This design comes from an exercise in tuning for small area on the open sky130 flow, not from production work. Only simulation tests tie the RTL to the original design; equivalence was not proved. Power figures rest on the tool's default switching activity, not on a simulated workload.

[flow/config.mk]
export PLATFORM = sky130hd
export DESIGN_NAME = pong_top
export DESIGN_NICKNAME = pong_top
export VERILOG_FILES = /design/flow/design.v
export SDC_FILE = /design/flow/constraint.sdc
export NUM_CORES = 4
export LEC_CHECK = 0
export CAP_MARGIN = 20
export CORE_MARGIN = 2
export CORE_UTILIZATION = 40
export CTS_BUF_LIST = sky130_fd_sc_hd__clkbuf_8
export SLEW_MARGIN = 20
[flow/constraint.sdc]
create_clock -name core_clock -period 20.0 [get_ports {clk}]
set_input_delay 4.0000 -clock core_clock [delete_from_list [all_inputs] [get_ports {clk}]]
set_output_delay 4.0000 -clock core_clock [all_outputs]
set_load 0.01 [all_outputs]
[flow/design.v]
package pong_pkg;
	typedef logic [10:0] coord_t;
	typedef logic [6:0] score_t;
	typedef struct packed
	{
		logic r;
		logic g;
		logic b;
	} rgb_t;
	typedef enum logic [1:0]
	{
		UP_RIGHT   = 2'd0,
		UP_LEFT    = 2'd1,
		DOWN_LEFT  = 2'd2,
		DOWN_RIGHT = 2'd3
	} dir_t;
	typedef struct packed
	{
		coord_t ball_row;
		coord_t ball_col;
		coord_t pad_col;
		logic   boost;
	} snapshot_t;
endpackage
`timescale 1ns/1ps
module pong_top
(
	input  logic   clk,
	input  logic   rst,
	input  logic   left,
	input  logic   right,
	input  logic   boost,
	input  logic [2:0] bg,
	output logic [2:0] rgb,
	output logic   hsync,
	output logic   vsync,
	output logic [6:0] score
);
	function automatic logic [11:0] add12(input logic [11:0] a, input logic [11:0] b, input logic ci);
		logic c;
		c = ci;
		for (int i = 0; i < 12; i++)
		begin
			add12[i] = a[i] ^ b[i] ^ c;
			c = (a[i] & b[i]) | (c & (a[i] ^ b[i]));
		end
	endfunction
	function automatic logic [11:0] inc12(input logic [11:0] a, input logic ci);
		logic c;
		c = ci;
		for (int i = 0; i < 12; i++)
		begin
			inc12[i] = a[i] ^ c;
			c = a[i] & c;
		end
	endfunction
	logic [10:0] hc;
	logic [9:0]  vc;
	logic        h_end, v_end;
	assign h_end = hc[10] & (&hc[3:0]);
	assign v_end = vc[9] & vc[7] & vc[4] & vc[3] & vc[0];
	always_ff @(posedge clk, posedge rst)
	begin
		if (rst)
		begin
			hc <= 11'd1039;
			vc <= 10'd665;
		end
		else if (h_end)
		begin
			hc <= '0;
			vc <= v_end ? 10'd0 : 10'(inc12({2'b0, vc}, 1'b1));
		end
		else
			hc <= 11'(inc12({1'b0, hc}, 1'b1));
	end
	assign hsync = !((hc >= 11'd919) && (hc < 11'd1039));
	assign vsync = !((vc >= 10'd659) && (vc < 10'd665));
	logic [4:0] cl;
	logic [5:0] acc;
	logic       tick, lo_wrap, fast, offer;
	logic [6:0] score_n;
	logic [8:0] brow;
	logic [9:0] bcol, pcol;
	logic       up, rt;    
	logic       boost_s;   
	assign fast    = (score >= 7'd30);
	assign tick    = fast ? (cl == 5'd7) : ((acc >= 6'd30) && (cl == 5'd0));
	assign lo_wrap = (cl == 5'd19);
	always_ff @(posedge clk, posedge rst)
	begin
		if (rst)
		begin
			cl    <= '0;
			acc   <= '0;
			offer <= 1'b1;    
		end
		else
		begin
			offer <= tick;
			cl    <= lo_wrap ? 5'd0 : 5'(inc12({7'b0, cl}, 1'b1)) & {5{!tick}};
			acc   <= tick ? {1'b0, score_n[4:0]} : 6'(add12({6'b0, acc}, {10'b0, lo_wrap, lo_wrap}, 1'b0));
		end
	end
	logic        miss, hit, up_n, rt_n, s5, en_p, en_b, inc_s;
	logic [11:0] cd;
	assign cd  = add12({2'b0, bcol}, ~{2'b0, pcol}, 1'b1);
	assign hit = $signed(cd) >= -12'sd60 && $signed(cd) <= 12'sd60;
	always_comb
	begin
		up_n = up;
		rt_n = rt;
		miss = 1'b0;
		inc_s = 1'b0;
		if (brow <= 9'd126)
			up_n = 1'b0;
		else if (bcol <= 10'd63)
			rt_n = 1'b1;
		else if (bcol >= 10'd843)
			rt_n = 1'b0;
		else if (brow >= 9'd502)
		begin
			if (hit)
			begin
				up_n  = 1'b1;
				inc_s = 1'b1;
			end
			else
				miss = 1'b1;
		end
	end
	assign score_n = (tick && miss) ? 7'd0
		: 7'(inc12({5'b0, score}, tick && inc_s && (score != 7'd99)));
	assign en_p = tick && (left ? (pcol > 10'd103) : (right && (pcol < 10'd803)));
	assign en_b = tick && !miss;
	assign s5   = up_n && boost;
	always_ff @(posedge clk, posedge rst)
	begin
		if (rst)
		begin
			brow  <= 9'd134;
			bcol  <= 10'd453;
			pcol  <= 10'd453;
			up    <= 1'b0;
			rt    <= 1'b1;
			score <= '0;
		end
		else
		begin
			pcol <= 10'(add12({2'b0, pcol}, {{7{en_p && left}}, en_p && !left, en_p && left, en_p}, 1'b0));
			brow <= (tick && miss) ? 9'd134
				: 9'(add12({3'b0, brow}, {{7{en_b && up_n}}, en_b && up_n && !boost, en_b && up_n, en_b}, 1'b0));
			bcol <= 10'(add12({2'b0, bcol}, {{8{en_b && !rt_n}}, en_b && !(rt_n ^ s5), en_b && !rt_n, en_b}, 1'b0));
			score <= score_n;
			if (tick)
			begin
				up <= up_n;
				rt <= rt_n;
			end
		end
	end
	logic boost_s_n;
	assign boost_s_n = offer ? (boost && up) : boost_s;
	always_ff @(posedge clk)
		boost_s <= boost_s_n;
	logic [8:0] s_brow;
	logic [9:0] s_bcol, s_pcol;
	logic       s_boost;
	logic       swap, started;
	assign swap = ((hc == 11'd1037) && (vc == 10'd623)) || !started;
	always_ff @(posedge clk, posedge rst)
	begin
		if (rst)
			started <= 1'b0;
		else
			started <= 1'b1;
	end
	always_ff @(posedge clk)
	begin
		if (swap)
		begin
			s_brow  <= brow;
			s_bcol  <= bcol;
			s_pcol  <= pcol;
			s_boost <= boost_s_n;
		end
	end
	logic [11:0] eb, ep;
	logic [10:0] fr;
	logic        b_cols, p_cols, f_rows, ball, in_field;
	logic [6:0]  lo, hi;
	logic [2:0]  colour;
	assign eb = add12({1'b0, hc}, ~{2'b0, s_bcol}, 1'b1);   
	assign ep = add12({1'b0, hc}, ~{2'b0, s_pcol}, 1'b1);   
	assign fr = 11'(add12({2'b0, vc}, ~{3'b0, s_brow}, 1'b1));   
	assign b_cols = !eb[11] && (eb[10:0] <= 11'd100);
	assign p_cols = !ep[11] && (ep[10:0] <= 11'd100);
	assign f_rows = !fr[10] && (fr[9:0] <= 10'd18);
	always_comb
	begin
		case (fr[4:0])
			5'd0, 5'd18:  begin lo = 7'd46; hi = 7'd54; end
			5'd1, 5'd17:  begin lo = 7'd45; hi = 7'd55; end
			5'd2, 5'd3, 5'd15, 5'd16:
			              begin lo = 7'd43; hi = 7'd57; end
			5'd4, 5'd14:  begin lo = 7'd42; hi = 7'd58; end
			default:      begin lo = 7'd41; hi = 7'd59; end
		endcase
	end
	assign ball     = f_rows && b_cols && (eb[6:0] >= lo) && (eb[6:0] <= hi);
	assign in_field = (hc >= 11'd103) && (hc <= 11'd903) && (vc >= 10'd23) && (vc <= 10'd623);
	always_comb
	begin
		if (ball)
			colour = s_boost ? 3'b110 : 3'b100;
		else if (p_cols && (vc >= 10'd513) && (vc <= 10'd533))
			colour = 3'b010;
		else if (b_cols && (vc >= 10'd113) && (vc <= 10'd133))
			colour = 3'b001;
		else if (in_field)
			colour = bg;
		else
			colour = 3'b000;
	end
	always_ff @(posedge clk, posedge rst)
	begin
		if (rst)
			rgb <= 3'b000;
		else
			rgb <= colour;
	end
endmodule
[flow/run.sh]
#!/bin/bash
# synth_recipe.tcl (not shown) runs the flow's synth.tcl, then flattens the netlist and writes it again
# the make line also repeats each setting of config.mk as NAME=value (left out here)
make -C /OpenROAD-flow-scripts/flow DESIGN_CONFIG=/design/flow/config.mk WORK_HOME=/design/flow/orfs CLKGATE_MAP_FILE= SYNTH_SCRIPT=/design/flow/synth_recipe.tcl finish
==> results of run 1 <==
-- metal layers --
layer  up-vias  track usage [%]  routed length (um)
met2        69             26.0                6040
met5         -                0                   0
li1       1948                -                   -
met1      2037             21.2                5710
met4         0             4.95                 178
met3        11             3.55                 459
-- through the flow --
step,area (um^2),std cells
after floorplan,6500,553
after global placement,6950,782
after detailed placement,6950,782
after CTS,7160,798
after global routing,7160,798
final,7160,798
-- area by class of cell --
cell class	instances	area (um^2)	share of cell area (%)
flip-flops and latches	106	2830	39.5
clock buffers	10	138	1.92
multi-input cells	359	3340	46.7
repair buffers	21	205	2.87
clock inverters	6	72.6	1.01
inverters	80	300	4.20
well taps	216	270	3.78
-- flip-flops by register name, indices dropped and copies added, names as in the netlist, 3 cells and up --
name,cells
bcol,10
pcol,10
cl,5
vc,10
hc,11
brow,9
s_brow,9
s_bcol,10
score,7
acc,6
s_pcol,10
rgb,3
-- worst min-delay path: stages (launching register included) --
cell     delay [ns]
dfstp_2        0.38
nand2_1        0.05
nand2_1        0.05
-- cells in the final DEF (no fill, tap or decap), types with 19 or more instances in the layout --
| master | instances |
|---|---|
| dfrtp_1 | 50 |
| edfxtp_1 | 30 |
| nand2_1 | 29 |
| dfstp_2 | 25 |
| ha_1 | 52 |
| inv_1 | 78 |
| nor2_1 | 34 |
| fa_1 | 59 |
| o21ai_0 | 20 |
| clkdlybuf4s50_1 | 19 |
-- power by group --
part           leakage [nW]  switching (W)  internal (W)  total (W)
Combinational          1.88      0.0000152    0.00000979  0.0000250
Clock                 0.109      0.0000790     0.0000629   0.000142
Sequential             1.21     0.00000149      0.000226   0.000228
-- logic make-up (layout without fill, tap and decap cells) --
logic type / Yosys count / after routing / synth area share [%]
AND/OR/NAND/NOR: 154 / 154 / 12.8
AO/OA/AOI/OAI: 80 / 80 / 8.32
buffers and inverters: 88 / 117 / 5.22
flip-flops: 106 / 106 / 43.5
adder cells (fa/ha/maj): 111 / 111 / 28.2
other: 1 / 1 / 0.0577
multiplexers: 3 / 3 / 0.481
XOR/XNOR: 10 / 10 / 1.35
-- how the worst max path moves through the flow --
stage / start / endpoint / slack [ns] / depth (start not counted)
finish: pcol[0] / bcol[9] / 11.11 / 27
global route: pcol[0] / bcol[9] / 10.80 / 27
CTS: pcol[0] / bcol[9] / 11.08 / 27
detailed placement: pcol[0] / bcol[9] / 11.06 / 27
global placement: pcol[0] / bcol[9] / 11.36 / 27
floorplan: pcol[0] / bcol[9] / 11.59 / 27
-- Yosys cell counts, types with 2 or more instances --
master    instances  share of area [%]
a211oi_1          3               0.35
a21o_1            2               0.23
a21oi_1          18                1.4
a22o_1           10                1.3
a31oi_1           4               0.39
and2_1           12                1.2
and3b_1           2               0.27
and4_1            2               0.27
clkbuf_1          6               0.35
dfrtp_1          50                 19
dfstp_2          25                 10
edfxtp_1         30                 14
fa_1             59                 18
ha_1             52                 10
inv_1            79                4.6
mux2i_1           2               0.31
nand2_1          29                1.7
nand2b_1          2               0.19
nand3_1           7               0.54
nand4_1          12                1.2
nand4b_1          7               0.94
nor2_1           34                2.0
nor2b_1          12                1.2
nor3_1           14                1.1
nor4_1            7               0.67
nor4b_1           2               0.27
o211ai_1          2               0.23
o21ai_0          20                1.5
o311ai_0          4               0.54
o31ai_1           3               0.35
xnor2_1           9                1.2
==> metrics.cfg, run 1 <==
[outcome]
status = timing/DRC/antenna clean

[setup_path]
critPathMaxStageDelay_ns = 0.57
critPathTopFamily = adder cells
slowest_stage = dfstp_2
rr_endpoint = bcol[9]
arrival_ns = 9.16
r2r_slack_ns = 11.11
cp_common_cell = fa_1
setup.worst_path.end_class = flip-flop
worst-path-max-fanout = 7
path_buf_inv = 2
critPathKind = reg2reg
worstPathRequired_ns = 20.27
reg2reg_from = pcol[0]
startpoint_type = flip-flop
reg2reg_depth = 27

[layout]
syn2layout_area_growth_pct = 10.2
fillerInstances = 1501
nNetsFinal = 696
drive_gt1_share_pct = 9.11
antennaDiodeCount = 0
postLayoutCoreUtil_pct = 45.1

[clocking]
numCtsBuffers = 9
clkLatencyLatePin_ns = 0.39
cts.clk_slew.worst_paths_ns = 0.10
ctsHoldBuffers = 0
cts.sinks = 106
htreeDepth = 3
post_cts_resize_count = 0
cts_tree = yes
post-cts-setup-buffers = 0
cts_max_path_buffers = 2
cts-root-buf = clkbuf_8

[synthesis]
synth_cell_types = 64
ys_seq_area_share_pct = 43.5
synth-main-ff-cell = dfrtp_1
synth-edff-count = 30
netlist_area_um2 = 6500
ys.warnings.count = 1
avgSynthCellArea_um2 = 11.7
synthArstFlopShare_pct = 70.8
synthCells = 553
ys_ff_latch = 106

[min_path]
min_path_type = reg2reg
min_to = rt
holdPathStages = 2
hold_start = rt

[sta]
fin_crit_sh_pct = 44.4
skew_ns = 0.0148
rsz0062_at_grt = no
tns_ns = 0
setup_slack_ns = 11.11
final_max_slew_viol_count = 0
tightest_slew_ns = 0.986
fin_hold_ws_ns = 0.479
fmax_ghz = 0.113
period_needed_ns = 8.89
hold_violations = 0
slew_headroom_pct = 34.3
setup_viol = 0

[grt]
grt_pass1_vias = 4301
grtUsageTotal_pct = 15.9
antenna_found_initial = 0
grt.overflow.total = 0
grt_pass1_wl_um = 21800
grt_max_degree = 76

[power_and_ir_drop]
p_total_w = 0.000395
power_density_nw_per_um2 = 55.1
leakagePower_nw = 3.19
ir_drop_uv = 33.4

[place]
place_ws_ns = 11.06
dp_hpwl_um = 9410
gp_congestion = 0.802
port_buffers = 19

[die]
core_area_um2 = 15900
die_w_um = 131
start_util_pct = 40.9
die_area_um2 = 17300
pin_count = 20
fp.dieH_um = 131
fp-row-count = 46

[drt]
final_antenna_net_count = 0
drt-wirelength-per-cell_um = 15.5
drtPass1Iterations = 4
drcViolationCount = 0
drt-initial-drc-count = 188
wl_um = 12400
vias = 4065
vias_per_cell = 5.09

[job]
maxCapViolCount = 0

==> run 2: changes to the inputs <==
--- a/flow/design.v
+++ b/flow/design.v
@@ -67,11 +67,9 @@
 			vc <= 10'd665;
 		end
-		else if (h_end)
-		begin
-			hc <= '0;
-			vc <= v_end ? 10'd0 : 10'(inc12({2'b0, vc}, 1'b1));
-		end
-		else
-			hc <= 11'(inc12({1'b0, hc}, 1'b1));
+		else
+		begin
+			hc <= 11'(inc12({1'b0, hc}, 1'b1)) & {11{!h_end}};
+			vc <= 10'(inc12({2'b0, vc}, h_end)) & {10{!(h_end && v_end)}};
+		end
 	end
 	assign hsync = !((hc >= 11'd919) && (hc < 11'd1039));
==> metrics.cfg, run 2 <==
[outcome]
status = timing/DRC/antenna clean

[synthesis]
yosys-top-cells-area = dfrtp_1, fa_1, edfxtp_1
ys_seq_area_share_pct = 44.2  ; +0.61 points
synthCells = 519  ; -6.1%
synthArstFlopShare_pct = 70.8  ; unchanged
yosysTopAreaCell = dfrtp_1
synth.top_cell.area_share_pct = 19.5  ; +0.27 points
synth-main-ff-cell = dfrtp_1
synth_common_cells = inv_1, fa_1, ha_1
netlist_area_um2 = 6410  ; -1.4%
ys_ff_latch = 106  ; unchanged
yosysMostFrequentCell = inv_1
avgSynthCellArea_um2 = 12.3  ; +5.1%
ys.warnings.count = 1  ; unchanged
synth_cell_types = 60  ; -6.3%
synth-edff-count = 30  ; unchanged

[drt]
vias_per_cell = 5.06  ; -0.64%
vias = 3877  ; -4.6%
drtPass1Iterations = 4  ; unchanged
drcViolationCount = 0  ; unchanged
drt-wirelength-per-cell_um = 15.6  ; +0.48%
wl_um = 11900  ; -3.5%
drt-initial-drc-count = 237  ; +26%
final_antenna_net_count = 0  ; unchanged

[place]
gp_congestion = 0.757  ; -5.6%
port_buffers = 19  ; unchanged
placed_area_um2 = 6830  ; -1.8%
dp_hpwl_um = 9100  ; -3.3%

[setup_path]
cp_common_cell = fa_1
critPathTopFamily = adder cells
worstPathRequired_ns = 20.28  ; about the same
r2r_slack_ns = 11.01  ; -0.11 ns
path_buf_inv = 1  ; -1
startpoint_type = flip-flop
worst-path-max-fanout = 7  ; unchanged
reg2reg_depth = 26  ; -3.7%
slowest_stage = dfstp_2
cp.depth = 26  ; -3.7%
arrival_ns = 9.28  ; +0.12 ns
critPathKind = reg2reg
critPathMaxStageDelay_ns = 0.57  ; about the same
setup.worst_path.end_class = flip-flop

[grt]
antenna_found_initial = 0  ; unchanged
grt_pass1_vias = 4289  ; -0.28%
grt_pass1_wl_um = 21000  ; -3.8%
grtUsageTotal_pct = 16.1  ; +0.15 points
grt.overflow.total = 0  ; unchanged
grt_max_degree = 76  ; unchanged

[sta]
final_max_slew_viol_count = 0  ; unchanged
period_needed_ns = 8.99  ; +0.107 ns
tightest_slew_ns = 0.995  ; +0.00917 ns
fin_hold_ws_ns = 0.500  ; +0.0208 ns
tns_ns = 0  ; unchanged
setup_viol = 0  ; unchanged
rsz0062_at_grt = no
hold_violations = 0  ; unchanged
slew_headroom_pct = 33.1  ; -1.1 points
fin_crit_sh_pct = 45.0  ; +0.54 points
fmax_ghz = 0.111  ; -1.2%
skew_ns = 0.0116  ; -0.00322 ns

[die]
die_w_um = 131  ; -0.67%
die_area_um2 = 17000  ; -1.3%
core_area_um2 = 15800  ; -0.72%
start_util_pct = 40.6  ; -0.27 points
pin_count = 20  ; unchanged
fp-row-count = 46  ; unchanged
fp.dieH_um = 131  ; -0.67%

[clocking]
htreeDepth = 3  ; unchanged
post-cts-setup-buffers = 0  ; unchanged
post_cts_resize_count = 0  ; unchanged
cts.sinks = 106  ; unchanged
numCtsBuffers = 9  ; unchanged
cts_tree = yes
clkLatencyLatePin_ns = 0.40  ; about the same
cts-root-buf = clkbuf_8
ctsHoldBuffers = 0  ; unchanged
cts_max_path_buffers = 2  ; unchanged
cts.clk_slew.worst_paths_ns = 0.11  ; about the same

[layout]
ff_latch_area_um2 = 2830  ; unchanged
largest_register_ff_count = 11  ; unchanged
layout_commonest_cell = inv_1
final_cell_mix = inv_1, fa_1, ha_1, dfrtp_1, edfxtp_1
design_area_um2 = 7020  ; -1.9%
regMostFlops = hc
nNetsFinal = 663  ; -4.7%
antennaDiodeCount = 0  ; unchanged
fillerInstances = 1473  ; -1.9%
multi_input_area_um2 = 3230  ; -3.4%
drive_gt1_share_pct = 9.27  ; +0.17 points
syn2layout_area_growth_pct = 9.57

[power_and_ir_drop]
leakagePower_nw = 3.22  ; +0.78%
power_density_nw_per_um2 = 54.8  ; -0.61%
ir_drop_uv = 37.5  ; +12%

[min_path]
holdPathStages = 1  ; -1
min_path_type = reg2reg

[job]
maxCapViolCount = 0  ; unchanged

run 2: power breakdown:
group / switching [W] / internal (W) / leakage (nW)
combinational: 0.0000150 / 0.00000962 / 1.91
sequential: 0.00000144 / 0.000226 / 1.21
clock: 0.0000810 / 0.0000514 / 0.0998
total: 0.0000975 / 0.000287 / 3.22
run 2: final cells by class:
| type | instances | area share [%] |
|---|---|---|
| multi-input combinational | 331 | 46.0 |
| sequential | 106 | 40.3 |
| inverter | 77 | 4.30 |
| tap | 216 | 3.85 |
| timing repair buffer | 20 | 2.82 |
| clock buffer | 10 | 1.96 |
| clock inverter | 6 | 0.784 |
run 2: kinds of logic (layout without fill, tap and decap cells):
family / count (synthesis) / count (layout) / synth area share, %
other: 1 / 1 / 0.0585
XOR/XNOR: 10 / 10 / 1.37
AO/OA/AOI/OAI: 64 / 64 / 7.17
multiplexers: 3 / 3 / 0.488
AND/OR/NAND/NOR: 143 / 143 / 12.9
flip-flops: 106 / 106 / 44.2
adder cells (fa/ha/maj): 110 / 110 / 28.4
buffers and inverters: 82 / 113 / 5.49
run 2: path summary, 6_finish.rpt:
check / startpoint / end
worst max register to register: pcol[0] / bcol[9]
worst min register to register: cl[0] / cl[0]
min in group asynchronous: rst / vc[8]
worst min-delay path: cl[0] / cl[0]
worst max-delay path: pcol[0] / bcol[9]
max in group asynchronous: rst / score[2]
run 2: routing by layer:
layer / global-route usage (%) / part of all wire (%)
met1: 20.2 / 45
met2: 27.7 / 51
met3: 3.83 / 3.0
met4: 4.69 / 1.4
met5: 0 / 0
run 2: metrics by stage:
step	cells	power, W	utilization (%)	setup WS [ns]
after floorplan	519	0.000249	-	11.52
after global placement	750	0.000256	43.3	11.28
after detailed placement	750	0.000257	43.3	10.99
after CTS	766	0.000391	44.5	10.98
after global routing	766	0.000403	44.5	10.55
final	766	0.000385	44.5	11.01
==> run 3: changes to the inputs <==
==> flow/flow/run.sh (new file) <==
#!/bin/bash
# Own layout flow: the standard flow (standard synthesis unchanged), with
#  - clock tree synthesis without dummy loads, on clkbuf_8 buffers
#  - input/output port buffers of the smallest size (buf_1)
#  - ABC's buffers removed at floorplan instead of timing-driven upsizing
#  - power recovery (downsizing of cells with slack) after global routing
# Each tool's full output stays in ORFS's own logs under orfs/logs; make's
# output goes to flow_make.log here.
set -euo pipefail
export CTS_ARGS="-sink_clustering_enable -repair_clock_nets -dont_use_dummy_load -buf_list sky130_fd_sc_hd__clkbuf_8"
export BUFFER_PORTS_ARGS="-buffer_cell sky130_fd_sc_hd__buf_1"
export REMOVE_ABC_BUFFERS=1
export RECOVER_POWER=100
bash standard.sh > flow_make.log 2>&1
==> flow/standard.sh (new file) <==
#!/bin/bash
# synth_recipe.tcl (not shown) runs the flow's synth.tcl, then flattens the netlist and writes it again
# the make line also repeats each setting of config.mk as NAME=value (left out here)
make -C /OpenROAD-flow-scripts/flow DESIGN_CONFIG=/design/flow/config.mk WORK_HOME=/design/flow/orfs CLKGATE_MAP_FILE= SYNTH_SCRIPT=/design/flow/synth_recipe.tcl "${@:-finish}"
--- a/flow/config.mk
+++ b/flow/config.mk
@@ -9,4 +9,3 @@
 export CORE_MARGIN = 2
 export CORE_UTILIZATION = 40
-export CTS_BUF_LIST = sky130_fd_sc_hd__clkbuf_8
 export SLEW_MARGIN = 20
removed: flow/run.sh
==> metrics.cfg, run 3 <==
[synthesis]
synth-main-ff-cell = dfrtp_1
ys_ff_latch = 106  ; unchanged
yosys-top-cells-area = dfrtp_1, fa_1, edfxtp_1
ys_seq_area_share_pct = 44.2  ; unchanged
synth_common_cells = inv_1, fa_1, ha_1
avgSynthCellArea_um2 = 12.3  ; unchanged
synthCells = 519  ; unchanged
ys.warnings.count = 1  ; unchanged
synthArstFlopShare_pct = 70.8  ; unchanged
netlist_area_um2 = 6410  ; unchanged
yosysTopAreaCell = dfrtp_1
yosysMostFrequentCell = inv_1
synth_cell_types = 60  ; unchanged
synth.top_cell.area_share_pct = 19.5  ; unchanged
synth-edff-count = 30  ; unchanged

[layout]
largest_register_ff_count = 11  ; unchanged
final_cell_mix = inv_1, fa_1, ha_1, dfrtp_1, edfxtp_1
postLayoutCoreUtil_pct = 43.2  ; -1.3 points
syn2layout_area_growth_pct = 6.37
layout_commonest_cell = inv_1
nNetsFinal = 663  ; unchanged
antennaDiodeCount = 0  ; unchanged
regMostFlops = hc
drive_gt1_share_pct = 4.42  ; -4.9 points

[setup_path]
arrival_ns = 9.30  ; +0.02 ns
worst-path-max-fanout = 7  ; unchanged
critPathTopFamily = adder cells
path_buf_inv = 1  ; unchanged
reg2reg_depth = 26  ; unchanged
setup.worst_path.end_class = flip-flop
startpoint_type = flip-flop
rr_endpoint = bcol[9]
critPathKind = reg2reg
reg2reg_from = pcol[0]
critPathMaxStageDelay_ns = 0.59  ; +0.02 ns
worstPathRequired_ns = 20.24  ; -0.04 ns
r2r_slack_ns = 10.94  ; -0.06 ns
cp_common_cell = fa_1
slowest_stage = dfstp_1

[clocking]
cts.clk_slew.worst_paths_ns = 0.10  ; about the same
post_cts_resize_count = 0  ; unchanged
htreeDepth = 3  ; unchanged
post-cts-setup-buffers = 0  ; unchanged
ctsHoldBuffers = 0  ; unchanged
cts_tree = yes
cts.sinks = 106  ; unchanged
cts-root-buf = clkbuf_8
numCtsBuffers = 9  ; unchanged
cts_max_path_buffers = 2  ; unchanged
clkLatencyLatePin_ns = 0.37  ; -0.03 ns

[drt]
final_antenna_net_count = 0  ; unchanged
vias = 3837  ; -1.0%
drtPass1Iterations = 4  ; unchanged
wl_met1_um = 5360  ; -0.45%
drcViolationCount = 0  ; unchanged
vias_per_cell = 5.06  ; -0.12%
wl_met3_um = 337  ; -6.9%
dr_wl_met2_um = 6060  ; +0.35%
top_layer = met4
drt-wirelength-per-cell_um = 15.8  ; +1.5%
wl_um = 12000  ; +0.54%
drt-initial-drc-count = 181  ; -24%

[grt]
grt_pass1_wl_um = 21100  ; +0.85%
grt.overflow.total = 0  ; unchanged
grtUsageTotal_pct = 16.2  ; +0.14 points
grt_pass1_vias = 4285  ; -0.093%
antenna_found_initial = 0  ; unchanged
grt_max_degree = 76  ; unchanged

[place]
gp_congestion = 0.815  ; +7.6%
port_buffers = 19  ; unchanged
dp_hpwl_um = 9220  ; +1.3%
place_ws_ns = 10.97  ; -0.0112 ns

[die]
start_util_pct = 40.6  ; unchanged
core_area_um2 = 15800  ; unchanged
fp.dieH_um = 131  ; unchanged
die_area_um2 = 17000  ; unchanged
pin_count = 20  ; unchanged
fp-row-count = 46  ; unchanged
die_w_um = 131  ; unchanged

[sta]
final_max_slew_viol_count = 76  ; +76
fin_crit_sh_pct = 45.3  ; +0.32 points
skew_ns = 0.0210  ; +0.00945 ns
setup_slack_ns = 10.94  ; -0.0650 ns
period_needed_ns = 9.06  ; +0.0650 ns
fin_hold_ws_ns = 0.494  ; -0.00571 ns
hold_violations = 0  ; unchanged
slew_headroom_pct = -170  ; -200 points
setup_viol = 0  ; unchanged
tns_ns = 0  ; unchanged
tightest_slew_ns = 4.06  ; +3.06 ns
fmax_ghz = 0.110  ; -0.72%
rsz0062_at_grt = no

[power_and_ir_drop]
power_density_nw_per_um2 = 52.4  ; -4.5%
ir_drop_uv = 31.7  ; -15%
p_total_w = 0.000357  ; -7.3%
leakagePower_nw = 3.11  ; -3.2%

[job]
maxCapViolCount = 1  ; +1

[min_path]
holdPathStages = 1  ; unchanged
hold_start = cl[0]
min_to = cl[0]
min_path_type = reg2reg

[outcome]
status = failed layout checks
violations = capacitance limit, slew limit

run 3: cell counts after synthesis:
Identical to the previous run, type by type.
run 3: cells by family (layout without fill, tap and decap cells):
family          Yosys count  after routing  synth area share (%)
compound gates           64             64                  7.17
xor+xnor                 10             10                  1.37
fa+ha+maj               110            110                  28.4
buf+inv                  82            106                  5.49
flops                   106            106                  44.2
mux                       3              3                 0.488
other cells               1              1                0.0585
simple gates            143            143                  12.9
run 3: area by class of cell:
class                           count  area, um^2
Fill cell                        1488        8950
Inverter                           77         290
Tap cell                          216         270
Clock buffer                        9         124
Sequential cell                   106        2830
Timing Repair Buffer               20        75.1
Multi-Input combinational cell    331        3230
run 3: per-layer routing:
metal	up-vias	track usage (%)
li1	1832	-
met2	64	27.9
met1	1926	20.3
met5	-	0
met3	15	3.38
met4	0	5.88
run 3: worst max-delay path by stage:
| stage | from | to | slack (ns) | cells after the start |
|---|---|---|---|---|
| after floorplan | pcol[0] | bcol[9] | 11.52 | 26 |
| after global placement | pcol[0] | bcol[9] | 11.28 | 26 |
| after detailed placement | pcol[0] | bcol[9] | 10.97 | 26 |
| after CTS | pcol[0] | bcol[9] | 10.97 | 26 |
| after global routing | pcol[0] | bcol[9] | 10.55 | 26 |
| final | pcol[0] | bcol[9] | 10.94 | 26 |
run 3: where the power goes:
group / total [W] / internal [W] / switching [W]
Combinational: 0.0000237 / 0.00000869 / 0.0000150
Clock: 0.000106 / 0.0000406 / 0.0000651
Sequential: 0.000227 / 0.000226 / 0.00000143
Total: 0.000357 / 0.000275 / 0.0000815
run 3: worst register-to-register path: stages, from the launching register on:
cell and delay, ns:
dfstp_1 0.59, ha_1 0.18, fa_1 0.16, inv_1 0.05, fa_1 0.37, fa_1 0.38
fa_1 0.39, fa_1 0.39, fa_1 0.38, fa_1 0.39, fa_1 0.39, fa_1 0.44
and4b_1 0.19, nand3_1 0.14, nor4bb_1 0.49, nor2_1 0.27, ha_1 0.26, fa_1 0.38
fa_1 0.39, fa_1 0.39, fa_1 0.40, fa_1 0.39, fa_1 0.39, fa_1 0.39
fa_1 0.39, xor2_1 0.18, xnor2_1 0.14
run 3: stage by stage:
step	cell area, um^2	std cells
floorplan	6360	514
global placement	6710	750
detailed placement	6710	750
CTS	6830	759
global route	6820	759
finish	6820	759
==> run 4: changes to the inputs <==
--- a/flow/design.v
+++ b/flow/design.v
@@ -84,6 +84,6 @@
 	logic       boost_s;   
 	assign fast    = (score >= 7'd30);
-	assign tick    = fast ? (cl == 5'd7) : ((acc >= 6'd30) && (cl == 5'd0));
-	assign lo_wrap = (cl == 5'd19);
+	assign tick    = fast ? (cl == 5'd18) : ((acc >= 6'd30) && (cl == 5'd0));
+	assign lo_wrap = (cl == 5'd29);
 	always_ff @(posedge clk, posedge rst)
 	begin
@@ -97,5 +97,5 @@
 		begin
 			offer <= tick;
-			cl    <= lo_wrap ? 5'd0 : 5'(inc12({7'b0, cl}, 1'b1)) & {5{!tick}};
+			cl    <= {cl[3:0], cl[4] ~^ cl[2]} & {5{!(tick || lo_wrap)}};
 			acc   <= tick ? {1'b0, score_n[4:0]} : 6'(add12({6'b0, acc}, {10'b0, lo_wrap, lo_wrap}, 1'b0));
 		end
@@ -113,7 +113,7 @@
 		if (brow <= 9'd126)
 			up_n = 1'b0;
-		else if (bcol <= 10'd63)
+		else if (bcol <= 10'd64)
 			rt_n = 1'b1;
-		else if (bcol >= 10'd843)
+		else if (bcol >= 10'd844)
 			rt_n = 1'b0;
 		else if (brow >= 9'd502)
@@ -130,5 +130,5 @@
 	assign score_n = (tick && miss) ? 7'd0
 		: 7'(inc12({5'b0, score}, tick && inc_s && (score != 7'd99)));
-	assign en_p = tick && (left ? (pcol > 10'd103) : (right && (pcol < 10'd803)));
+	assign en_p = tick && (left ? (pcol > 10'd104) : (right && (pcol < 10'd804)));
 	assign en_b = tick && !miss;
 	assign s5   = up_n && boost;
@@ -138,6 +138,6 @@
 		begin
 			brow  <= 9'd134;
-			bcol  <= 10'd453;
-			pcol  <= 10'd453;
+			bcol  <= 10'd454;
+			pcol  <= 10'd454;
 			up    <= 1'b0;
 			rt    <= 1'b1;
@@ -188,5 +188,5 @@
 	logic        b_cols, p_cols, f_rows, ball, in_field;
 	logic [6:0]  lo, hi;
-	logic [2:0]  colour;
+	logic [2:0]  colour, bg_q;
 	assign eb = add12({1'b0, hc}, ~{2'b0, s_bcol}, 1'b1);   
 	assign ep = add12({1'b0, hc}, ~{2'b0, s_pcol}, 1'b1);   
@@ -207,5 +207,5 @@
 	end
 	assign ball     = f_rows && b_cols && (eb[6:0] >= lo) && (eb[6:0] <= hi);
-	assign in_field = (hc >= 11'd103) && (hc <= 11'd903) && (vc >= 10'd23) && (vc <= 10'd623);
+	assign in_field = (hc >= 11'd104) && (hc <= 11'd904) && (vc >= 10'd23) && (vc <= 10'd623);
 	always_comb
 	begin
@@ -217,14 +217,10 @@
 			colour = 3'b001;
 		else if (in_field)
-			colour = bg;
+			colour = bg_q;
 		else
 			colour = 3'b000;
 	end
-	always_ff @(posedge clk, posedge rst)
-	begin
-		if (rst)
-			rgb <= 3'b000;
-		else
-			rgb <= colour;
-	end
+	always_ff @(posedge clk)
+		bg_q <= bg;
+	assign rgb = colour;
 endmodule
==> flow/flow/run.sh (replaced) <==
#!/bin/bash
# Own layout flow: the standard flow (standard synthesis unchanged), with
#  - clock tree synthesis without dummy loads, on clkbuf_8 buffers
#  - input/output port buffers of the smallest size (buf_1); repair_design
#    still buffers the nets behind them
#  - ABC's buffers removed at floorplan instead of timing-driven upsizing
# Each tool's full output stays in ORFS's own logs under orfs/logs; make's
# output goes to flow_make.log here.
set -euo pipefail
export CTS_ARGS="-sink_clustering_enable -repair_clock_nets -dont_use_dummy_load -buf_list sky130_fd_sc_hd__clkbuf_8"
export BUFFER_PORTS_ARGS="-buffer_cell sky130_fd_sc_hd__buf_1"
export REMOVE_ABC_BUFFERS=1
bash standard.sh > flow_make.log 2>&1
==> metrics.cfg, run 4 <==
[layout]
nNetsFinal = 667  ; +0.60%
layout_commonest_cell = inv_1
antennaDiodeCount = 0  ; unchanged
syn2layout_area_growth_pct = 7.33
drive_gt1_share_pct = 9.62  ; +5.2 points
stdcell_count = 767  ; +1.1%
largest_register_ff_count = 11  ; unchanged
final_cell_mix = inv_1, fa_1, ha_1, dfrtp_1, edfxtp_1
regMostFlops = hc

[sta]
slew_headroom_pct = 38.1  ; +210 points
tns_ns = 0  ; unchanged
hold_violations = 0  ; unchanged
period_needed_ns = 9.56  ; +0.506 ns
setup_slack_ns = 10.44  ; -0.506 ns
rsz0062_at_grt = no
fin_crit_sh_pct = 47.8  ; +2.5 points
tightest_slew_ns = 0.922  ; -3.13 ns
setup_viol = 0  ; unchanged
fmax_ghz = 0.105  ; -5.3%
final_max_slew_viol_count = 0  ; -100%
skew_ns = 0.0356  ; +0.0145 ns

[synthesis]
synth_cell_types = 71  ; +18%
ys.warnings.count = 1  ; unchanged
yosysTopAreaCell = fa_1
synth.top_cell.area_share_pct = 18.5  ; -1.0 points
synth-edff-count = 30  ; unchanged
ys_ff_latch = 106  ; unchanged
ys_seq_area_share_pct = 44.1  ; -0.053 points
yosys-top-cells-area = fa_1, dfrtp_1, edfxtp_1
netlist_area_um2 = 6380  ; -0.41%
synthArstFlopShare_pct = 67.9  ; -2.8 points
avgSynthCellArea_um2 = 12.2  ; -1.5%
synth_common_cells = inv_1, fa_1, dfrtp_1, ha_1, edfxtp_1
synthCells = 525  ; +1.2%
yosysMostFrequentCell = inv_1
synth-main-ff-cell = dfrtp_1

[clocking]
cts.clk_slew.worst_paths_ns = 0.09  ; about the same
numCtsBuffers = 9  ; unchanged
post_cts_resize_count = 0  ; unchanged
ctsHoldBuffers = 0  ; unchanged
cts-root-buf = clkbuf_8
htreeDepth = 3  ; unchanged
cts.sinks = 106  ; unchanged
cts_max_path_buffers = 2  ; unchanged
clkLatencyLatePin_ns = 0.38  ; about the same
cts_tree = yes
post-cts-setup-buffers = 0  ; unchanged

[power_and_ir_drop]
power_density_nw_per_um2 = 52.3  ; -0.12%
leakagePower_nw = 3.09  ; -0.84%
ir_drop_uv = 28.2  ; -11%

[grt]
grtUsageTotal_pct = 16.1  ; -0.065 points
grt.overflow.total = 0  ; unchanged
antenna_found_initial = 0  ; unchanged
grt_pass1_vias = 4200  ; -2.0%
grt_pass1_wl_um = 20800  ; -1.6%
grt_max_degree = 73  ; -3.9%

[die]
core_area_um2 = 15700  ; -0.36%
start_util_pct = 40.6  ; about the same
fp-row-count = 46  ; unchanged
die_area_um2 = 17000  ; -0.40%
die_w_um = 130  ; -0.20%
fp.dieH_um = 130  ; -0.20%
pin_count = 20  ; unchanged

[setup_path]
reg2reg_from = bcol[0]
worst-path-max-fanout = 7  ; unchanged
setup.worst_path.end_class = output port
arrival_ns = 5.56  ; -3.74 ns
rr_endpoint = bcol[9]
reg2reg_depth = 28  ; +7.7%
r2r_slack_ns = 11.33  ; +0.39 ns
worstPathRequired_ns = 16.00  ; -4.24 ns
startpoint_type = flip-flop
critPathKind = reg2out

[min_path]
min_to = cl[1]
holdPathStages = 1  ; unchanged
min_path_type = reg2reg
hold_start = cl[0]

[place]
gp_congestion = 0.780  ; -4.3%
place_ws_ns = 10.82  ; -0.152 ns
dp.cells = 758  ; +1.1%
port_buffers = 19  ; unchanged
dp_hpwl_um = 9260  ; +0.48%

[drt]
vias_per_cell = 5.06  ; about the same
wl_um = 12000  ; about the same
drtPass1Iterations = 4  ; unchanged
vias = 3881  ; +1.1%
drcViolationCount = 0  ; unchanged
drt-initial-drc-count = 221  ; +22%
drt-wirelength-per-cell_um = 15.7  ; -1.0%
final_antenna_net_count = 0  ; unchanged

[outcome]
status = timing/DRC/antenna clean

[job]
maxCapViolCount = 0  ; -1

## run 4: metrics by stage
step / hold WS, ns / total power, W / util, % / area [um^2]
global placement: 0.479 / 0.000256 / 42.8 / 6730
CTS: 0.515 / 0.000365 / 43.6 / 6850
global route: 0.531 / 0.000378 / 43.6 / 6850
floorplan: 0.446 / 0.000250 / - / 6350
finish: 0.514 / 0.000358 / 43.6 / 6850
detailed placement: 0.491 / 0.000257 / 42.8 / 6730
## run 4: layout make-up
cell class                      instances  area (um^2)
Sequential cell                       106         2810
Clock buffer                            9          124
Multi-Input combinational cell        327         3220
Timing Repair Buffer                   22         93.8
Inverter                               87          327
Tap cell                              216          270
Fill cell                            1511         8860
## run 4: where the power goes
part	leakage [nW]	internal, W	total, W	switching, W
clock	0.0647	0.0000406	0.000105	0.0000649
combinational	1.81	0.00000910	0.0000247	0.0000156
sequential	1.21	0.000226	0.000228	0.00000151
## run 4: worst max path at each step
stage | start | to | slack (ns) | depth (start not counted)
2_1_floorplan | hc[0] | rgb[1] | 11.20 | 20
3_3_place_gp | hc[0] | rgb[1] | 10.91 | 21
3_5_place_dp | hc[0] | rgb[1] | 10.82 | 21
4_1_cts | hc[0] | rgb[1] | 10.39 | 21
5_1_grt | hc[0] | rgb[0] | 10.12 | 22
6_report | hc[0] | rgb[1] | 10.44 | 21
## run 4: logic make-up after synthesis
kind of cell | synth area share (%)
XOR/XNOR | 1.51
AND/OR/NAND/NOR | 12.5
adder cells (fa/ha/maj) | 27.7
AO/OA/AOI/OAI | 8.06
buffers and inverters | 5.55
other | 0.0588
multiplexers | 0.510
flip-flops | 44.1
## run 4: per-layer routing
metal	part of all wire (%)	GRT usage (%)	wire, um	vias up
met4	1.8	5.00	220	0
met2	51	27.4	6120	56
met1	44	20.4	5310	1967
met5	0	0	0	-
met3	3.0	4.02	364	19
li1	-	-	-	1839
## run 4: worst max-delay path: stages (launching register included)
cell and delay (ns):
dfstp_2 0.59, inv_1 0.08, ha_1 0.21, fa_1 0.35
inv_1 0.07, fa_1 0.17, fa_1 0.20, fa_1 0.19
fa_1 0.16, inv_1 0.05, fa_1 0.35, inv_1 0.07
fa_1 0.15, inv_1 0.05, fa_1 0.38, fa_1 0.39
ha_1 0.28, nand4b_1 0.11, or3b_2 0.49, a2111oi_4 0.40
mux2i_1 0.28, buf_1 0.18
==> run 5: changes to the inputs <==
--- a/flow/design.v
+++ b/flow/design.v
@@ -113,7 +113,7 @@
 		if (brow <= 9'd126)
 			up_n = 1'b0;
-		else if (bcol <= 10'd64)
+		else if (bcol <= 10'd164)
 			rt_n = 1'b1;
-		else if (bcol >= 10'd844)
+		else if (bcol >= 10'd944)
 			rt_n = 1'b0;
 		else if (brow >= 9'd502)
@@ -130,5 +130,5 @@
 	assign score_n = (tick && miss) ? 7'd0
 		: 7'(inc12({5'b0, score}, tick && inc_s && (score != 7'd99)));
-	assign en_p = tick && (left ? (pcol > 10'd104) : (right && (pcol < 10'd804)));
+	assign en_p = tick && (left ? (pcol > 10'd204) : (right && (pcol < 10'd904)));
 	assign en_b = tick && !miss;
 	assign s5   = up_n && boost;
@@ -138,6 +138,6 @@
 		begin
 			brow  <= 9'd134;
-			bcol  <= 10'd454;
-			pcol  <= 10'd454;
+			bcol  <= 10'd554;
+			pcol  <= 10'd554;
 			up    <= 1'b0;
 			rt    <= 1'b1;
@@ -189,6 +189,6 @@
 	logic [6:0]  lo, hi;
 	logic [2:0]  colour, bg_q;
-	assign eb = add12({1'b0, hc}, ~{2'b0, s_bcol}, 1'b1);   
-	assign ep = add12({1'b0, hc}, ~{2'b0, s_pcol}, 1'b1);   
+	assign eb = add12({2'b0, s_bcol}, ~{1'b0, hc}, 1'b1);   
+	assign ep = add12({2'b0, s_pcol}, ~{1'b0, hc}, 1'b1);   
 	assign fr = 11'(add12({2'b0, vc}, ~{3'b0, s_brow}, 1'b1));   
 	assign b_cols = !eb[11] && (eb[10:0] <= 11'd100);
==> metrics.cfg, run 5 <==
[setup_path]
critPathKind = reg2out
reg2reg_depth = 27  ; -3.6%
worstPathRequired_ns = 16.00  ; about the same
r2r_slack_ns = 11.28  ; -0.05 ns
setup.worst_path.end_class = output port
worst-path-max-fanout = 8  ; +1
reg2reg_from = bcol[0]
crit_path_start = hc[0]
arrival_ns = 5.69  ; +0.13 ns
startpoint_type = flip-flop
rr_endpoint = bcol[9]
crit_end = rgb[1]

[clocking]
numCtsBuffers = 9  ; unchanged
post-cts-setup-buffers = 0  ; unchanged
cts.clk_slew.worst_paths_ns = 0.12  ; +0.03 ns
htreeDepth = 3  ; unchanged
cts_max_path_buffers = 2  ; unchanged
post_cts_resize_count = 0  ; unchanged
cts_tree = yes
ctsHoldBuffers = 0  ; unchanged
cts.sinks = 106  ; unchanged
clkLatencyLatePin_ns = 0.39  ; about the same
cts-root-buf = clkbuf_8

[drt]
final_antenna_net_count = 0  ; unchanged
vias_per_cell = 5.13  ; +1.4%
wl_um = 11900  ; -0.73%
drcViolationCount = 0  ; unchanged
drtPass1Iterations = 4  ; unchanged
drt-initial-drc-count = 238  ; +7.7%
vias = 3962  ; +2.1%
drt-wirelength-per-cell_um = 15.4  ; -1.4%

[outcome]
status = timing/DRC/antenna clean

[power_and_ir_drop]
ir_drop_uv = 30.9  ; +9.8%
power_density_nw_per_um2 = 52.2  ; about the same
leakagePower_nw = 3.06  ; -1.0%

[sta]
slew_headroom_pct = 38.6  ; +0.53 points
final_max_slew_viol_count = 0  ; unchanged
hold_violations = 0  ; unchanged
tns_ns = 0  ; unchanged
rsz0062_at_grt = no
setup_viol = 0  ; unchanged
period_needed_ns = 9.69  ; +0.123 ns
tightest_slew_ns = 0.921  ; -0.000929 ns
fin_crit_sh_pct = 48.4  ; +0.61 points
fmax_ghz = 0.103  ; -1.3%
skew_ns = 0.0472  ; +0.0117 ns

[synthesis]
synth-edff-count = 30  ; unchanged
netlist_area_um2 = 6370  ; -0.22%
yosysMostFrequentCell = inv_1
synth_common_cells = inv_1, fa_1, dfrtp_1
ys_ff_latch = 106  ; unchanged
synth-main-ff-cell = dfrtp_1
yosys-top-cells-area = dfrtp_1, fa_1, edfxtp_1
ys.warnings.count = 1  ; unchanged
synthCells = 533  ; +1.5%
ys_seq_area_share_pct = 44.2  ; +0.056 points
synth_cell_types = 60  ; -15%
avgSynthCellArea_um2 = 11.9  ; -1.7%
synth.top_cell.area_share_pct = 19.3  ; +0.75 points
synthArstFlopShare_pct = 67.9  ; unchanged
yosysTopAreaCell = dfrtp_1

[grt]
grt.overflow.total = 0  ; unchanged
grt_max_degree = 73  ; unchanged
grt_pass1_vias = 4153  ; -1.1%
antenna_found_initial = 0  ; unchanged
grtUsageTotal_pct = 15.8  ; -0.35 points
grt_pass1_wl_um = 20600  ; -0.99%

[die]
start_util_pct = 40.5  ; -0.088 points
fp.dieH_um = 130  ; -0.10%
pin_count = 20  ; unchanged
core_area_um2 = 15700  ; unchanged
fp-row-count = 46  ; unchanged
die_w_um = 130  ; -0.10%
die_area_um2 = 16900  ; -0.21%

[layout]
final_cell_mix = inv_1, fa_1, dfrtp_1, ha_1, edfxtp_1
syn2layout_area_growth_pct = 7.07
layout_commonest_cell = inv_1
regMostFlops = hc
largest_register_ff_count = 11  ; unchanged
antennaDiodeCount = 0  ; unchanged
nNetsFinal = 672  ; +0.75%
drive_gt1_share_pct = 7.73  ; -1.9 points
postLayoutCoreUtil_pct = 43.4  ; -0.20 points

[place]
dp_hpwl_um = 9310  ; +0.54%
gp_congestion = 0.916  ; +17%
port_buffers = 19  ; unchanged

[min_path]
hold_start = rt
min_path_type = reg2reg

[job]
maxCapViolCount = 0  ; unchanged

[run 5: where the power goes]
| part | total (W) | internal, W | switching [W] |
|---|---|---|---|
| Combinational | 0.0000237 | 0.00000874 | 0.0000150 |
| Sequential | 0.000228 | 0.000226 | 0.00000162 |
| Clock | 0.000105 | 0.0000406 | 0.0000641 |
| Total | 0.000356 | 0.000276 | 0.0000807 |
[run 5: worst min path at each step]
stage               to  depth (start not counted)  slack, ns
CTS                 rt                          2       0.49
global route        rt                          2       0.51
finish              rt                          2       0.49
global placement    rt                          2       0.46
floorplan           rt                          2       0.44
detailed placement  rt                          2       0.47
[run 5: cells by family (layout without fill, tap and decap cells)]
group | after synthesis | in the layout | share of synthesized area, %
xor gates and xnor gates | 10 | 10 | 1.38
other | 1 | 1 | 0.0589
and+or+nand+nor | 145 | 145 | 12.7
adders and majority gates | 106 | 106 | 27.8
buffers and inverters | 85 | 108 | 5.05
muxes | 2 | 2 | 0.334
DFF | 106 | 106 | 44.2
AOI/OAI and AO/OA | 78 | 78 | 8.59
[run 5: through the flow]
step / hold WS, ns / setup WS (ns) / area, um^2 / power (W) / instances
final: 0.495 / 10.31 / 6820 / 0.000356 / 772
after global routing: 0.515 / 9.95 / 6820 / 0.000373 / 772
after CTS: 0.494 / 10.23 / 6820 / 0.000362 / 772
after detailed placement: 0.473 / 10.65 / 6690 / 0.000256 / 763
after global placement: 0.463 / 10.82 / 6690 / 0.000255 / 763
after floorplan: 0.445 / 11.16 / 6340 / 0.000249 / 527
[run 5: metal layers]
layer	up-vias	track usage, %	routed length (um)
li1	1880	-	-
met1	1994	20.7	5440
met2	70	25.8	5730
met3	18	3.85	471
met4	0	5.38	288
met5	-	0	0
[run 5: final cells by class]
cell class	instances	area [um^2]
repair buffers	20	78.8
fillers	1471	8890
inverters	79	297
well taps	216	270
clock buffers	9	124
multi-input cells	342	3240
flip-flops and latches	106	2810
[run 5: worst max-delay path, stage by stage, from the launching register on]
cell and delay, ns:
dfstp_2 0.62, ha_1 0.17, inv_1 0.05, fa_1 0.36, inv_1 0.08, fa_1 0.16, inv_1 0.05, fa_1 0.37
fa_1 0.39, fa_1 0.39, fa_1 0.36, inv_1 0.08, fa_1 0.15, inv_1 0.05, fa_1 0.35, inv_1 0.08
fa_1 0.16, inv_1 0.04, ha_1 0.26, nor2_1 0.08, nand4_1 0.12, a2111oi_2 0.56, a31oi_1 0.08, a21oi_1 0.15
buf_1 0.17
==> run 6: changes to the inputs <==
--- a/flow/design.v
+++ b/flow/design.v
@@ -69,10 +69,10 @@
 		else
 		begin
-			hc <= 11'(inc12({1'b0, hc}, 1'b1)) & {11{!h_end}};
-			vc <= 10'(inc12({2'b0, vc}, h_end)) & {10{!(h_end && v_end)}};
-		end
-	end
-	assign hsync = !((hc >= 11'd919) && (hc < 11'd1039));
-	assign vsync = !((vc >= 10'd659) && (vc < 10'd665));
+			hc <= 11'(inc12({1'b0, hc}, 1'b1)) & ~{h_end, 5'b0, h_end, 4'b0};
+			vc <= 10'(inc12({2'b0, vc}, h_end)) & ~({1'b1, 1'b0, 1'b1, 2'b0, 2'b11, 1'b0, 1'b1, 1'b0} & {10{h_end && v_end}});
+		end
+	end
+	assign hsync = !((hc >= 11'd919) && !h_end);
+	assign vsync = !((vc >= 10'd659) && !v_end);
 	logic [4:0] cl;
 	logic [5:0] acc;
@@ -84,6 +84,6 @@
 	logic       boost_s;   
 	assign fast    = (score >= 7'd30);
-	assign tick    = fast ? (cl == 5'd18) : ((acc >= 6'd30) && (cl == 5'd0));
-	assign lo_wrap = (cl == 5'd29);
+	assign tick    = fast ? (cl[4] && cl[1]) : ((acc >= 6'd30) && (cl[3:0] == 4'd0));
+	assign lo_wrap = (cl[3:0] == 4'd13);
 	always_ff @(posedge clk, posedge rst)
 	begin
@@ -117,5 +117,5 @@
 		else if (bcol >= 10'd944)
 			rt_n = 1'b0;
-		else if (brow >= 9'd502)
+		else if ((brow[8:4] == 5'b11111) && brow[2] && brow[1])    
 		begin
 			if (hit)
@@ -129,6 +129,7 @@
 	end
 	assign score_n = (tick && miss) ? 7'd0
-		: 7'(inc12({5'b0, score}, tick && inc_s && (score != 7'd99)));
-	assign en_p = tick && (left ? (pcol > 10'd204) : (right && (pcol < 10'd904)));
+		: 7'(inc12({5'b0, score}, tick && inc_s && !(score[6] && score[5] && score[1] && score[0])));
+	assign en_p = tick && (left ? !((pcol[9:8] == 2'b00) && (pcol[5:4] == 2'b00))
+		: (right && !(pcol[9] && pcol[8] && pcol[7] && !pcol[0])));
 	assign en_b = tick && !miss;
 	assign s5   = up_n && boost;
@@ -166,5 +167,6 @@
 	logic       s_boost;
 	logic       swap, started;
-	assign swap = ((hc == 11'd1037) && (vc == 10'd623)) || !started;
+	assign swap = (hc[10] && (hc[3:0] == 4'b1101)
+		&& vc[9] && vc[6] && vc[5] && !vc[4] && (vc[3:0] == 4'b1111)) || !started;
 	always_ff @(posedge clk, posedge rst)
 	begin
==> metrics.cfg, run 6 <==
[grt]
antenna_found_initial = 0  ; unchanged
grt_max_degree = 73  ; unchanged
grtUsageTotal_pct = 15.5  ; -0.29 points
top_usage_layer = met2
grt_pass1_wl_um = 19600  ; -4.9%
gr-usage-met3_pct = 3.96  ; +0.11 points
grt_pass1_vias = 3847  ; -7.4%
use_met1_pct = 20.2  ; -0.43 points
met2_usage_pct = 25.4  ; -0.40 points
grt.overflow.total = 0  ; unchanged

[synthesis]
synth-main-ff-cell = dfrtp_1
ys_ff_latch = 106  ; unchanged
synthCells = 502  ; -5.8%
synth.top_cell.area_share_pct = 19.9  ; +0.62 points
synth_common_cells = inv_1, fa_1, dfrtp_1
avgSynthCellArea_um2 = 12.3  ; +2.9%
yosysTopAreaCell = dfrtp_1
synthArstFlopShare_pct = 67.9  ; unchanged
yosysMostFrequentCell = inv_1
netlist_area_um2 = 6170  ; -3.1%
ys_seq_area_share_pct = 45.6  ; +1.4 points
yosys-top-cells-area = dfrtp_1, fa_1, edfxtp_1
ys.warnings.count = 1  ; unchanged
synth-edff-count = 30  ; unchanged
synth_cell_types = 58  ; -3.3%

[sta]
hold_violations = 0  ; unchanged
skew_ns = 0.0199  ; -0.0273 ns
tns_ns = 0  ; unchanged
tightest_slew_ns = 0.953  ; +0.0317 ns
fin_crit_sh_pct = 47.8  ; -0.63 points
fin_hold_ws_ns = 0.502  ; +0.00746 ns
period_needed_ns = 9.56  ; -0.126 ns
slew_headroom_pct = 36.2  ; -2.4 points
fmax_ghz = 0.105  ; +1.3%
final_max_slew_viol_count = 0  ; unchanged
rsz0062_at_grt = no
setup_viol = 0  ; unchanged

[die]
fp.dieH_um = 128  ; -1.5%
start_util_pct = 40.7  ; +0.20 points
pin_count = 20  ; unchanged
fp-row-count = 45  ; -2.2%
die_area_um2 = 16400  ; -3.0%
die_w_um = 128  ; -1.5%
core_area_um2 = 15100  ; -3.6%

[min_path]
min_path_type = reg2reg

[clocking]
cts.sinks = 106  ; unchanged
clkLatencyLatePin_ns = 0.38  ; about the same
cts-root-buf = clkbuf_8
post_cts_resize_count = 0  ; unchanged
numCtsBuffers = 9  ; unchanged
htreeDepth = 3  ; unchanged
cts_max_path_buffers = 2  ; unchanged
post-cts-setup-buffers = 0  ; unchanged
cts.clk_slew.worst_paths_ns = 0.10  ; -0.02 ns
ctsHoldBuffers = 0  ; unchanged
cts_tree = yes

[place]
gp_congestion = 0.897  ; -2.1%
dp_hpwl_um = 8850  ; -5.0%
port_buffers = 19  ; unchanged

[layout]
final_cell_mix = inv_1, fa_1, dfrtp_1, ha_1
syn2layout_area_growth_pct = 7.08  ; about the same
drive_gt1_share_pct = 8.14  ; +0.41 points
regMostFlops = hc
layout_commonest_cell = inv_1
fillerInstances = 1398  ; -5.0%
largest_register_ff_count = 11  ; unchanged
antennaDiodeCount = 0  ; unchanged
nNetsFinal = 644  ; -4.2%

[power_and_ir_drop]
leakagePower_nw = 3.08  ; +0.88%
power_density_nw_per_um2 = 54.3  ; +3.8%
p_total_w = 0.000358  ; +0.60%
ir_drop_uv = 35.8  ; +16%

[drt]
vias = 3646  ; -8.0%
drcViolationCount = 0  ; unchanged
vias_per_cell = 5.09  ; -0.78%
final_antenna_net_count = 0  ; unchanged
wl_um = 11400  ; -4.8%
drt-wirelength-per-cell_um = 15.9  ; +2.6%
drt-initial-drc-count = 223  ; -6.3%
drtPass1Iterations = 4  ; unchanged

[setup_path]
startpoint_type = flip-flop
setup.worst_path.end_class = output port
arrival_ns = 5.56  ; -0.13 ns
worstPathRequired_ns = 16.00  ; about the same
critPathKind = reg2out
worst-path-max-fanout = 7  ; -1

[job]
maxCapViolCount = 0  ; unchanged

[outcome]
status = timing/DRC/antenna clean

==> run 6: changes by cell type in the layout (fill, tap and decap cells not counted), moves of 6 or more <==
cell      delta
a21oi_1      -6
and2_1      -11
o211ai_1     -7
nor2b_1      -7
and3_1       +7
inv_1        +6
==> run 6: power breakdown <==
group | switching (W) | internal, W
logic | 0.0000158 | 0.00000913
registers | 0.00000151 | 0.000226
clock network | 0.0000652 | 0.0000406
==> run 6: cell families after synthesis <==
family / after synthesis / share of synthesized area, %
compound gates: 67 / 8.11
flops: 106 / 45.6
mux: 2 / 0.406
fa+ha+maj: 106 / 28.7
other cells: 1 / 0.0608
simple gates: 119 / 10.1
xor+xnor: 11 / 1.56
buf+inv: 90 / 5.50
==> run 6: path summary, 6_finish.rpt <==
path                       startpoint   endpoint  slack (ns)  depth (start not counted)
max in group asynchronous         rst      cl[1]       15.53                          3
hold reg to reg               brow[0]  s_brow[0]        0.50                          0
min in group asynchronous         rst    brow[3]        3.87                          3
setup reg to reg              bcol[0]    bcol[9]       11.17                         28
hold / removal                brow[0]  s_brow[0]        0.50                          0
setup / recovery                hc[0]     rgb[1]       10.44                         23
==> run 6: critical path, stage by stage (launching register included) <==
cell	delay (ns)
dfstp_2	0.61
ha_1	0.18
fa_1	0.17
inv_1	0.05
fa_1	0.38
fa_1	0.39
fa_1	0.38
fa_1	0.36
inv_1	0.07
fa_1	0.16
inv_1	0.05
fa_1	0.35
inv_1	0.08
fa_1	0.18
fa_1	0.17
inv_1	0.04
ha_1	0.26
nor2_1	0.09
nand4_1	0.18
nor2_1	0.15
nand3_1	0.07
a221oi_1	0.41
mux2i_1	0.24
buf_1	0.17
==> run 6: metrics by stage <==
step                std cells  cell area (um^2)  utilization (%)  setup slack [ns]
floorplan                 498              6150                -             11.21
global placement          707              6480             42.8             10.96
detailed placement        707              6480             42.8             10.88
CTS                       716              6610             43.6             10.44
global route              716              6610             43.6             10.16
finish                    716              6610             43.6             10.44
==> run 6: layout make-up <==
class	count	area [um^2]	share of cell area (%)
inverters	86	323	4.89
well taps	188	235	3.56
multi-input cells	306	3030	45.8
repair buffers	21	86.3	1.31
flip-flops and latches	106	2810	42.6
clock buffers	9	124	1.88
==> run 6: metal layers <==
| layer | vias to the layer above | wire length (um) |
|---|---|---|
| li1 | 1739 | - |
| met1 | 1825 | 5150 |
| met2 | 63 | 5590 |
| met3 | 19 | 397 |
| met4 | 0 | 215 |
| met5 | - | 0 |
==> run 7: changes to the inputs <==
--- a/flow/design.v
+++ b/flow/design.v
@@ -111,5 +111,5 @@
 		miss = 1'b0;
 		inc_s = 1'b0;
-		if (brow <= 9'd126)
+		if (!brow[8] && !brow[7] && !(&brow[6:0]))    
 			up_n = 1'b0;
 		else if (bcol <= 10'd164)
@@ -174,5 +174,5 @@
 			started <= 1'b0;
 		else
-			started <= 1'b1;
+			started <= started || h_end;
 	end
 	always_ff @(posedge clk)
==> flow/flow/run.sh (replaced) <==
#!/bin/bash
# Own layout flow: the standard flow (standard synthesis unchanged), with
#  - the combinational logic re-mapped for area by OpenROAD's restructure
#    at the end of floorplanning (flow/restructure.tcl); registers untouched
#  - clock tree synthesis without dummy loads, on clkbuf_8 buffers
#  - input/output port buffers of the smallest size (buf_1); repair_design
#    still buffers the nets behind them
#  - ABC's buffers removed at floorplan instead of timing-driven upsizing
# Each tool's full output stays in ORFS's own logs under orfs/logs (the
# restructure ABC runs too); make's output goes to flow_make.log here.
set -euo pipefail
export CTS_ARGS="-sink_clustering_enable -repair_clock_nets -dont_use_dummy_load -buf_list sky130_fd_sc_hd__clkbuf_8"
export BUFFER_PORTS_ARGS="-buffer_cell sky130_fd_sc_hd__buf_1"
export REMOVE_ABC_BUFFERS=1
export POST_FLOORPLAN_TCL="$(pwd)/flow/restructure.tcl"
bash standard.sh > flow_make.log 2>&1
==> flow/flow/restructure.tcl (new file) <==
# Area-driven re-mapping of the combinational logic with OpenROAD's
# restructure (ABC), one pass; the registers are left as synthesis made them.
# ABC gets a copy of the library without the platform's don't-use cells, and
# constant nets get their tie cells back afterwards.
set rs_dir [file join $::env(OBJECTS_DIR) restructure_work]
file mkdir $rs_dir
set rs_lib [file join $rs_dir usable.lib]
set in [open [lindex $::env(LIB_FILES) 0] r]
set out [open $rs_lib w]
set skip 0
while {[gets $in line] >= 0} {
  if {!$skip && [regexp {^    cell \("([^"]+)"\)} $line -> name]} {
    foreach p $::env(DONT_USE_CELLS) {
      if {[string match $p $name]} { set skip 1; break }
    }
  }
  if {$skip} {
    if {[string match "    \}*" $line]} { set skip 0 }
    continue
  }
  puts $out $line
}
close $in
close $out
set rs_libname [get_name [get_property [lindex [get_lib_cell sky130_fd_sc_hd__conb_1] 0] library]]
set ::rs_tielo $rs_libname/sky130_fd_sc_hd__conb_1/LO
set ::rs_tiehi $rs_libname/sky130_fd_sc_hd__conb_1/HI
puts "tie ports $::rs_tielo $::rs_tiehi"
puts "Design area before restructure: [rsz::design_area]"
foreach pass {1} {
  restructure -target area -liberty_file $rs_lib \
    -tielo_port $::rs_tielo -tiehi_port $::rs_tiehi \
    -work_dir $rs_dir -abc_logfile [file join $::env(LOG_DIR) restructure_abc_$pass.log]
  puts "Design area after restructure pass $pass: [rsz::design_area]"
}
# constant drivers
foreach net [[ord::get_db_block] getNets] {
  set drv 0
  foreach it [$net getITerms] { if {[$it isOutputSignal]} { incr drv } }
  foreach bt [$net getBTerms] { if {[$bt getIoType] == "INPUT"} { incr drv } }
  if {!$drv && [llength [$net getITerms]] && [$net getSigType] == "SIGNAL"} {
    puts "restructure left net [$net getName] without a driver"
  }
}
==> metrics.cfg, run 7 <==
[layout]
nNetsFinal = 776  ; +20%
final_cell_mix = nor2_1, clkinv_1, o21ai_0, a21oi_1, nand2_1
postLayoutCoreUtil_pct = 42.5  ; -1.1 points
fillerInstances = 1508  ; +7.9%
largest_register_ff_count = 11  ; unchanged
layout_commonest_cell = nor2_1

[synthesis]
synthCells = 501  ; -0.20%
synth.top_cell.area_share_pct = 19.8  ; -0.064 points
synth_common_cells = inv_1, fa_1, dfrtp_1
synth-edff-count = 30  ; unchanged
synth_cell_types = 62  ; +6.9%
avgSynthCellArea_um2 = 12.4  ; +0.52%
ys_ff_latch = 106  ; unchanged
ys_seq_area_share_pct = 45.4  ; -0.15 points
yosysTopAreaCell = dfrtp_1
synth-main-ff-cell = dfrtp_1
synthArstFlopShare_pct = 67.9  ; unchanged

[die]
core_area_um2 = 15100  ; unchanged
die_w_um = 128  ; +0.16%
start_util_pct = 40.9  ; +0.13 points
pin_count = 20  ; unchanged

[sta]
skew_ns = 0.0304  ; +0.0105 ns
rsz0062_at_grt = no
tightest_slew_ns = 0.916  ; -0.0364 ns
hold_violations = 0  ; unchanged
setup_viol = 0  ; unchanged
fin_crit_sh_pct = 47.1  ; -0.73 points
tns_ns = 0  ; unchanged
final_max_slew_viol_count = 0  ; unchanged
slew_headroom_pct = 38.9  ; +2.7 points

[job]
maxCapViolCount = 0  ; unchanged

[setup_path]
cp_common_cell = nor2_1
worst-path-max-fanout = 7  ; unchanged
worstPathRequired_ns = 16.00  ; about the same
slowest_stage = dfstp_2
startpoint_type = flip-flop
rr_endpoint = bcol[9]
setup.worst_path.end_class = output port
critPathKind = reg2out
crit_end = rgb[2]
crit_path_start = vc[0]
reg2reg_depth = 35  ; +25%

[outcome]
status = timing/DRC/antenna clean

[clocking]
numCtsBuffers = 9  ; unchanged
cts.clk_slew.worst_paths_ns = 0.09  ; about the same
cts-root-buf = clkbuf_8
cts_tree = yes
cts_max_path_buffers = 2  ; unchanged
ctsHoldBuffers = 0  ; unchanged
cts.sinks = 106  ; unchanged
post_cts_resize_count = 0  ; unchanged
htreeDepth = 3  ; unchanged

[place]
dp_hpwl_um = 10100  ; +14%
gp_congestion = 0.899  ; +0.22%

[grt]
grt_max_degree = 73  ; unchanged
antenna_found_initial = 0  ; unchanged
top_usage_layer = met2
grt_pass1_vias = 4787  ; +24%
grt_pass1_wl_um = 22600  ; +15%
use_met1_pct = 22.0  ; +1.8 points
met2_usage_pct = 28.9  ; +3.5 points

[drt]
vias = 5220  ; +43%
drt-initial-drc-count = 332  ; +49%
drtPass1Iterations = 5  ; +1
vias_per_cell = 5.47  ; +7.5%
drcViolationCount = 0  ; unchanged
final_antenna_net_count = 0  ; unchanged

[power_and_ir_drop]
power_frac_clock_pct = 31.6  ; +2.1 points
power_density_nw_per_um2 = 51.8  ; -4.5%
sw_frac_of_total_pct = 20.8  ; -2.2 points
leakagePower_nw = 2.36  ; -23%

==> run 7: changes by cell type after synthesis, sizes merged, moves of 4 or more <==
| cell | previous run | this run |
|---|---|---|
| nor2 | 30 | 23 |
| nand2 | 18 | 24 |
| a21o | 5 | 1 |
| and3 | 9 | 5 |
| o21ai | 14 | 10 |
==> run 7: layer usage <==
metal	share of wire [%]	up-vias
met3	3.9	28
met1	47	2400
li1	-	2684
met4	2.4	0
met2	47	108
met5	0	-
==> run 7: power by group through the flow <==
stage          Combinational [W]  Clock (W)  Sequential [W]
4_1_cts               0.00000580   0.000112        0.000223
5_1_grt               0.00000652   0.000120        0.000223
3_3_place_gp          0.00000562          0        0.000227
3_5_place_dp          0.00000574          0        0.000227
6_report              0.00000543   0.000105        0.000223
2_1_floorplan         0.00000231          0        0.000226
==> run 7: cell type report <==
| cell class | count | area (um^2) | area share [%] |
|---|---|---|---|
| well taps | 188 | 235 | 3.65 |
| repair buffers | 21 | 86.3 | 1.34 |
| clock buffers | 9 | 124 | 1.92 |
| flip-flops and latches | 106 | 2810 | 43.7 |
| multi-input cells | 530 | 2800 | 43.6 |
| inverters | 100 | 375 | 5.83 |
==> run 7: logic make-up after synthesis <==
group / synth area share (%)
buffers and inverters: 5.60
multiplexers: 0.526
XOR/XNOR: 1.56
flip-flops: 45.4
AND/OR/NAND/NOR: 10.6
adder cells (fa/ha/maj): 28.6
AO/OA/AOI/OAI: 7.66
==> run 7: worst min-delay path by stage <==
stage	start	slack, ns	cells after the start	endpoint
detailed placement	acc[5]	0.45	1	acc[5]
CTS	acc[5]	0.46	1	acc[5]
floorplan	started	0.43	1	started
global placement	acc[5]	0.45	1	acc[5]
finish	acc[5]	0.46	1	acc[5]
global route	acc[5]	0.51	1	acc[5]
==> run 7: stage by stage <==
stage | power, W | hold WS, ns | cell area [um^2] | setup WS [ns]
2_1_floorplan | 0.000229 | 0.434 | 6170 | 11.18
3_3_place_gp | 0.000232 | 0.448 | 6310 | 11.45
3_5_place_dp | 0.000233 | 0.450 | 6310 | 11.08
4_1_cts | 0.000340 | 0.463 | 6440 | 10.64
5_1_grt | 0.000349 | 0.506 | 6440 | 10.09
6_report | 0.000333 | 0.460 | 6440 | 10.58
==> run 7: critical path: cells and delay by family (launching register included) <==
kind,cells,cell delay (ns)
AOI/OAI and AO/OA,15,3.10
buffers and inverters,5,0.75
DFF,1,0.55
and+or+nand+nor,8,0.64

Re-timed with assumed drivers on the ports (clkbuf_16 on the clock, buf_2 on other inputs), run 7 has 10.548 ns of setup slack against 10.584 ns with ideal ports, and 10.951 ns once port delays also move by the mid clock arrival of 0.402 ns.
